Context: an optimization exercise on an open-source flow, tuned for small area, a short achievable clock period and few clock cycles. The choices shown serve that exercise and are no tape-out recipe.
Function was checked by simulation only, so behaviour that the tests miss may differ from the original.
Power and IR drop assume default switching activity.

==> flow/design.v <==
package polar_encoder_pkg;
    localparam int NMAX     = 512;
    localparam int LOGN_MAX = 9;
    localparam logic [9:0] N_128 = 10'd128;
    localparam logic [9:0] N_256 = 10'd256;
    localparam logic [9:0] N_512 = 10'd512;
    localparam logic [1:0] ST_IDLE   = 2'd0;
    localparam logic [1:0] ST_LOAD   = 2'd1;
    localparam logic [1:0] ST_ENCODE = 2'd2;
    localparam logic [1:0] ST_OUTPUT = 2'd3;
    function automatic logic legal_n(input logic [9:0] n);
        legal_n = (n == N_128) || (n == N_256) || (n == N_512);
    endfunction
    function automatic logic [3:0] log2_n(input logic [9:0] n);
        if (n[9]) begin
            log2_n = 4'd9;
        end else if (n[8]) begin
            log2_n = 4'd8;
        end else begin
            log2_n = 4'd7;
        end
    endfunction
endpackage
import polar_encoder_pkg::*;
module reliability_LUT (
    input  logic [1:0] N_channel,
    input  logic [8:0] channel_index,
    output logic [8:0] reliability_index
);
    localparam logic [899:0] BINOM_TAB = {
        9'd1, 9'd9, 9'd36, 9'd84, 9'd126, 9'd126, 9'd84, 9'd36, 9'd9, 9'd1,
        9'd0, 9'd1, 9'd8, 9'd28, 9'd56, 9'd70, 9'd56, 9'd28, 9'd8, 9'd1,
        9'd0, 9'd0, 9'd1, 9'd7, 9'd21, 9'd35, 9'd35, 9'd21, 9'd7, 9'd1,
        9'd0, 9'd0, 9'd0, 9'd1, 9'd6, 9'd15, 9'd20, 9'd15, 9'd6, 9'd1,
        9'd0, 9'd0, 9'd0, 9'd0, 9'd1, 9'd5, 9'd10, 9'd10, 9'd5, 9'd1,
        9'd0, 9'd0, 9'd0, 9'd0, 9'd0, 9'd1, 9'd4, 9'd6, 9'd4, 9'd1,
        9'd0, 9'd0, 9'd0, 9'd0, 9'd0, 9'd0, 9'd1, 9'd3, 9'd3, 9'd1,
        9'd0, 9'd0, 9'd0, 9'd0, 9'd0, 9'd0, 9'd0, 9'd1, 9'd2, 9'd1,
        9'd0, 9'd0, 9'd0, 9'd0, 9'd0, 9'd0, 9'd0, 9'd0, 9'd1, 9'd1,
        9'd0, 9'd0, 9'd0, 9'd0, 9'd0, 9'd0, 9'd0, 9'd0, 9'd0, 9'd1
    };
    logic [3:0] n_log;
    logic [3:0] ones;
    logic [9:0] rank;
    always_comb begin
        case (N_channel)
            2'b00:   n_log = 4'd7;
            2'b01:   n_log = 4'd8;
            default: n_log = 4'd9;
        endcase
    end
    always_comb begin
        rank = '0;
        ones = '0;
        for (int p = 0; p < LOGN_MAX; p++) begin
            if ((p < n_log) && channel_index[p]) begin
                ones = ones + 4'd1;
                rank = rank + {1'b0, BINOM_TAB[9 * (10 * p + ones) +: 9]};
            end
        end
        for (int w = 0; w < LOGN_MAX; w++) begin
            if (w < ones) begin
                rank = rank + {1'b0, BINOM_TAB[9 * (10 * n_log + w) +: 9]};
            end
        end
    end
    assign reliability_index = rank[8:0];
endmodule
import polar_encoder_pkg::*;
module polar_encoder
(
    input  logic       clk,
    input  logic       rst_n,
    input  logic       start,
    input  logic [9:0] N,
    input  logic [7:0] K,
    input  logic       in_valid,
    input  logic       in_bit,
    output logic       in_ready,
    output logic       out_valid,
    output logic       out_bit,
    input  logic       out_ready,
    output logic       busy,
    output logic       out_last
);
    logic [1:0]      state_q, state_d;
    logic [9:0]      n_q, n_d;
    logic [7:0]      k_q, k_d;
    logic [8:0]      ch_idx_q, ch_idx_d;
    logic [3:0]      s_q, s_d;
    logic [8:0]      out_idx_q, out_idx_d;
    logic [NMAX-1:0] u_q, u_d;
    logic [8:0] rindex;
    logic [9:0] frozen_limit;
    logic [3:0] log_n;
    logic       frozen, start_ok, ch_last, ch_adv, last_stage, out_hs, out_end;
    reliability_LUT u_lut (
        .N_channel         (n_q[9:8]),
        .channel_index     (ch_idx_q),
        .reliability_index (rindex)
    );
    assign frozen_limit = n_q - {2'b00, k_q};
    assign frozen       = ({1'b0, rindex} < frozen_limit);
    assign start_ok     = start & polar_encoder_pkg::legal_n(N);
    assign ch_last      = ({1'b0, ch_idx_q} == (n_q - 10'd1));
    assign ch_adv       = (state_q == ST_LOAD) & (frozen | in_valid);
    assign log_n        = polar_encoder_pkg::log2_n(n_q);
    assign last_stage   = (s_q == (log_n - 4'd1));
    assign out_hs       = out_valid & out_ready;
    assign out_end      = out_hs & out_last;
    always_ff @(posedge clk or negedge rst_n) begin
        if (!rst_n) begin
            state_q <= ST_IDLE;
        end else begin
            state_q <= state_d;
        end
    end
    always_comb begin
        state_d = state_q;
        case (state_q)
            ST_IDLE:   if (start_ok)            state_d = ST_LOAD;
            ST_LOAD:   if (ch_adv && ch_last)   state_d = ST_ENCODE;
            ST_ENCODE: if (last_stage)          state_d = ST_OUTPUT;
            ST_OUTPUT: if (out_end)             state_d = ST_IDLE;
            default:                            state_d = ST_IDLE;
        endcase
    end
    always_comb begin
        in_ready    = (state_q == ST_LOAD) & ~frozen;
        out_valid   = (state_q == ST_OUTPUT);
        out_bit     = out_valid & u_q[out_idx_q];
        out_last    = out_valid & ({1'b0, out_idx_q} == (n_q - 10'd1));
        busy        = (state_q != ST_IDLE);
    end
    always_ff @(posedge clk or negedge rst_n) begin
        if (!rst_n) begin
            n_q       <= '0;
            k_q       <= '0;
            ch_idx_q  <= '0;
            s_q       <= '0;
            out_idx_q <= '0;
            u_q       <= '0;
        end else begin
            n_q       <= n_d;
            k_q       <= k_d;
            ch_idx_q  <= ch_idx_d;
            s_q       <= s_d;
            out_idx_q <= out_idx_d;
            u_q       <= u_d;
        end
    end
    always_comb begin
        n_d       = n_q;
        k_d       = k_q;
        ch_idx_d  = ch_idx_q;
        s_d       = s_q;
        out_idx_d = out_idx_q;
        u_d       = u_q;
        case (state_q)
            ST_IDLE: begin
                if (start_ok) begin
                    n_d      = N;
                    k_d      = K;
                    ch_idx_d = '0;
                end
            end
            ST_LOAD: begin
                if (ch_adv) begin
                    u_d[ch_idx_q] = frozen ? 1'b0 : in_bit;
                    ch_idx_d      = ch_idx_q + 9'd1;
                    if (ch_last) begin
                        s_d = '0;
                    end
                end
            end
            ST_ENCODE: begin
                for (int st = 0; st < LOGN_MAX; st++) begin
                    if (s_q == st) begin
                        for (int i = 0; i < NMAX; i++) begin
                            if ((i & (1 << st)) == 0) begin
                                u_d[i] = u_q[i] ^ u_q[i + (1 << st)];
                            end
                        end
                    end
                end
                s_d = s_q + 4'd1;
                if (last_stage) begin
                    out_idx_d = '0;
                end
            end
            ST_OUTPUT: begin
                if (out_end) begin
                    out_idx_d = '0;
                end else if (out_hs) begin
                    out_idx_d = out_idx_q + 9'd1;
                end
            end
            default: ;
        endcase
    end
endmodule
==> flow/run.sh <==
#!/bin/bash
# synth_recipe.tcl (not shown) runs the flow's synth.tcl, then flattens the netlist and writes it again
# the make line also repeats each setting of config.mk as NAME=value (left out here)
make -C /OpenROAD-flow-scripts/flow DESIGN_CONFIG=/design/flow/config.mk WORK_HOME=/design/flow/orfs CLKGATE_MAP_FILE= SYNTH_SCRIPT=/design/flow/synth_recipe.tcl finish
==> flow/config.mk <==
export PLATFORM = sky130hd
export DESIGN_NAME = polar_encoder
export DESIGN_NICKNAME = polar_encoder
export VERILOG_FILES = /design/flow/design.v
export SDC_FILE = /design/flow/constraint.sdc
export NUM_CORES = 8
export LEC_CHECK = 0
export CAP_MARGIN = 20
export CORE_MARGIN = 2
export CORE_UTILIZATION = 20
export PLACE_DENSITY = 0.35
export SLEW_MARGIN = 20
==> flow/constraint.sdc <==
create_clock -name core_clock -period 30.0 [get_ports {clk}]
set_input_delay 6.0000 -clock core_clock [delete_from_list [all_inputs] [get_ports {clk}]]
set_output_delay 6.0000 -clock core_clock [all_outputs]
set_load 0.01 [all_outputs]
==> impl_metrics.json <==
{
  "fin_util_pct": 24.3,
  "grt_max_degree": 172,
  "synth_edf_count": 0,
  "place.detailed.hpwl_um": 624000,
  "final_cell_mix": "nand2_1 (1874), a21oi_1 (1761), o21ai_0 (1582), buf_4 (1536), nor2_1 (1147)",
  "first_iter_violations": 22609,
  "design.die.area_sq_um": 477000,
  "yosys_warnings": 2,
  "vias": 134808,
  "netlist-cell-type-count": 114,
  "ir_drop_mv": 0.0446,
  "hold_viol": 0,
  "ant_nets": 0,
  "grt.overflow.total": 0,
  "firstDrtPassIters": 7,
  "synthFlopType": "dfrtp_1",
  "r2r_cells": 118,
  "layout.nets": 14714,
  "ys_seq_elements": 554,
  "rr_startpoint": "n_q[8]$_DFFE_PN0P_",
  "post-route-period-util_pct": 96.3,
  "ff2ff_setup_slack_ns": 4.72,
  "routabilityCongestion": 1.05,
  "min_path_type": "flop to flop",
  "drt_wl_total_um": 871000,
  "fmax_mhz": 34.6,
  "rr_endpoint": "u_q[461]$_DFFE_PN0P_",
  "critPathBufInv": 14,
  "top_layer": "met5",
  "antenna_found_initial": 176,
  "hold_end": "k_q[7]$_DFFE_PN0P_",
  "wl_met2_um": 336000,
  "root_buffer": "clkbuf_16",
  "via_per_inst": 6.47,
  "htreeDepth": 3,
  "clkLatencyLatePin_ns": 0.83,
  "dieHeight_um": 691,
  "critPathSlowestCell": "fa_4",
  "cts_buffers": 88,
  "grt_pass1_vias": 118848,
  "endpoint_kind": "output port",
  "dr_wl_met3_um": 114000,
  "drv_slew": 0,
  "tightest_slew_ns": 1.38,
  "critPathMaxStageDelay_ns": 0.68,
  "critPathLaunchType": "flop",
  "routedLengthMet1_um": 356000,
  "place_inst": 20516,
  "async_reset_ff_share_pct": 100,
  "hold_depth": 2,
  "path_clk_slew_ns": 0.05,
  "syn_to_final_growth_pct": 21.1,
  "cellPowerDensity_nw_per_um2": 16.9,
  "grt_pass1_wl_um": 1140000,
  "hold_ws_ns": 0.552,
  "die_w_um": 691,
  "std_cell_rows": 252,
  "netlist_area_sq_um": 94300,
  "fin_crit_ns": 28.88,
  "instances_no_fill": 20836,
  "max_slew_margin_pct": 7.98,
  "cts_tree": "yes",
  "cts.sinks": 554,
  "outcome": "complete, no violations",
  "track_usage_pct": 34.5,
  "drive_gt1_share_pct": 17.2,
  "ios": 29,
  "min_from": "k_q[7]$_DFFE_PN0P_",
  "path_max_fanout": 12,
  "setup_violations": 0,
  "crit_arrival_ns": 22.88,
  "cp_common_cell": "xnor2_1",
  "postLayoutSetupSlackWorst_ns": 1.12,
  "total_power_mw": 1.93,
  "final_common_cell": "nand2_1",
  "crit_family": "adder cells",
  "crit_type": "flop to output port",
  "ctsHoldBuffers": 0,
  "io_buffers": 28,
  "required_ns": 24.00,
  "clock_skew_ns": 0.0753,
  "clockBufferDepth": 3,
  "synth-seq-area-share_pct": 14.7,
  "syn_avg_cell_area_sq_um": 6.59,
  "post_drt_wl_per_cell_um": 41.8,
  "coreArea_sq_um": 470000,
  "initial_utilization_pct": 20.1,
  "pre_cts_slack_ns": -0.717,
  "p_leak_nw": 43.9,
  "synthCells": 14308,
  "drcViolationCount": 0,
  "max-cap-violations": 0
}
-- cells by family after synthesis --
group | after synthesis | synth area share, %
AO/OA/AOI/OAI | 6138 | 40.7
XOR/XNOR | 538 | 5.23
adder cells (fa/ha/maj) | 283 | 3.87
buffers and inverters | 1838 | 7.39
flip-flops | 554 | 14.7
multiplexers | 404 | 6.96
other | 1 | 0.00398
AND/OR/NAND/NOR | 4552 | 21.1
-- worst register-to-register path, delay by kind of cell (launching register included) --
kind / cells / cell delay [ns]
flip-flops: 1 / 0.40
buffers and inverters: 15 / 2.45
XOR/XNOR: 19 / 3.39
AND/OR/NAND/NOR: 26 / 6.38
adder cells (fa/ha/maj): 22 / 6.48
AO/OA/AOI/OAI: 34 / 5.54
multiplexers: 2 / 0.50
-- state kept, by name, indices dropped and copies added (netlist names) --
signal     flops
n_q           10
out_idx_q      9
s_q            4
u_q          512
state_q        2
ch_idx_q       9
k_q            8
-- Yosys cell counts, types with 73 or more instances --
library cell     n  area share (%)
nand2_1       1905             7.6
a21oi_1       1789             9.5
o21ai_0       1606             8.5
clkbuf_1      1274             5.1
nor2_1        1205             4.8
dfrtp_1        554              15
a211oi_1       453             3.6
nand3_1        395             2.1
nor3_1         385             2.0
buf_1          315             1.3
a31oi_1        311             2.1
xnor2_1        305             2.8
ha_1           264             3.5
o22ai_1        262             1.7
xor2_1         217             2.0
o211ai_1       203             1.6
inv_1          194            0.77
mux4_2         188             4.5
and2_1         176             1.2
o31ai_1        158             1.3
o311ai_0       152             1.4
a311oi_1       139             1.3
mux2_2         134             1.6
a221oi_1       120             1.1
a21o_1         109            0.87
nor2b_1         91            0.60
o21a_1          90            0.72
nand2b_1        89            0.59
o221ai_1        89            0.83
mux2i_1         81            0.86
a22oi_1         73            0.58
-- metal layers --
metal | GRT usage [%] | vias up
met5 | 0.410 | -
met4 | 21.3 | 94
met3 | 13.9 | 2850
met2 | 46.6 | 11114
met1 | 45.2 | 67052
li1 | - | 53698
-- where the power goes --
group / total, mW / leakage, nW / switching, mW / internal (mW)
clock: 1.16 / 1.45 / 0.519 / 0.641
combinational: 0.0271 / 34.9 / 0.0228 / 0.00425
sequential: 0.747 / 7.58 / 0 / 0.747
-- how the worst max path moves through the flow --
stage,start,to,slack (ns),cells after the start
6_report,n_q[8]$_DFFE_PN0P_,in_ready,1.12,112
3_3_place_gp,n_q[8]$_DFFE_PN0P_,in_ready,-0.78,114
5_1_grt,n_q[8]$_DFFE_PN0P_,in_ready,-0.07,115
3_5_place_dp,n_q[8]$_DFFE_PN0P_,in_ready,-0.72,113
4_1_cts,n_q[8]$_DFFE_PN0P_,in_ready,0.02,110
2_1_floorplan,n_q[9]$_DFFE_PN0P_,in_ready,0.05,120
-- repair_timing --
action                     CTS  global route
hold endpoints to repair     0             0
resized for setup           29           141
buffers inserted             6            18
cloned                       0             0
setup endpoints to repair    1             1
pin swaps                   18            76
-- final cells by class --
| type | instances | area (sq um) |
|---|---|---|
| Antenna cell | 133 | 333 |
| Clock buffer | 140 | 2700 |
| Clock inverter | 20 | 230 |
| Fill cell | 52846 | 356000 |
| Inverter | 211 | 805 |
| Multi-Input combinational cell | 11918 | 75300 |
| Sequential cell | 554 | 13900 |
| Tap cell | 6223 | 7790 |
| Timing Repair Buffer | 1637 | 13200 |
-- through the flow --
stage	instance area, sq um	TNS (ns)
2_1_floorplan	94500	0
5_1_grt	114000	-0.0738
3_5_place_dp	110000	-0.717
4_1_cts	113000	0
6_report	114000	0
3_3_place_gp	110000	-0.784
Testbench counts, summed over its fixed seeds: cycles 74,361.

==> what the ideal ports hide <==
The flow's constraints put no driver on any port. The routed layout listed below was extracted and timed again, unchanged, in two steps. Step 1, drivers: a clkbuf_16 drives clk and a buf_2 each remaining input, both assumed. Step 2 times the ports against the registers' clock, not the clock port: input delays grow and output delays shrink by t, the midpoint of the rising clock arrivals with the driver on. Slacks: no drivers / after step 1 / after step 2; pairs: no drivers / after step 1.
t, ns: 0.933
setup slack, ns: 1.121 / 0.982 / 1.915
worst setup path after step 2: register to output
After both steps setup and hold are still met in this run. For this run, drivers alone change the setup slack by -0.139 ns; drivers and shift together by +0.794 ns.
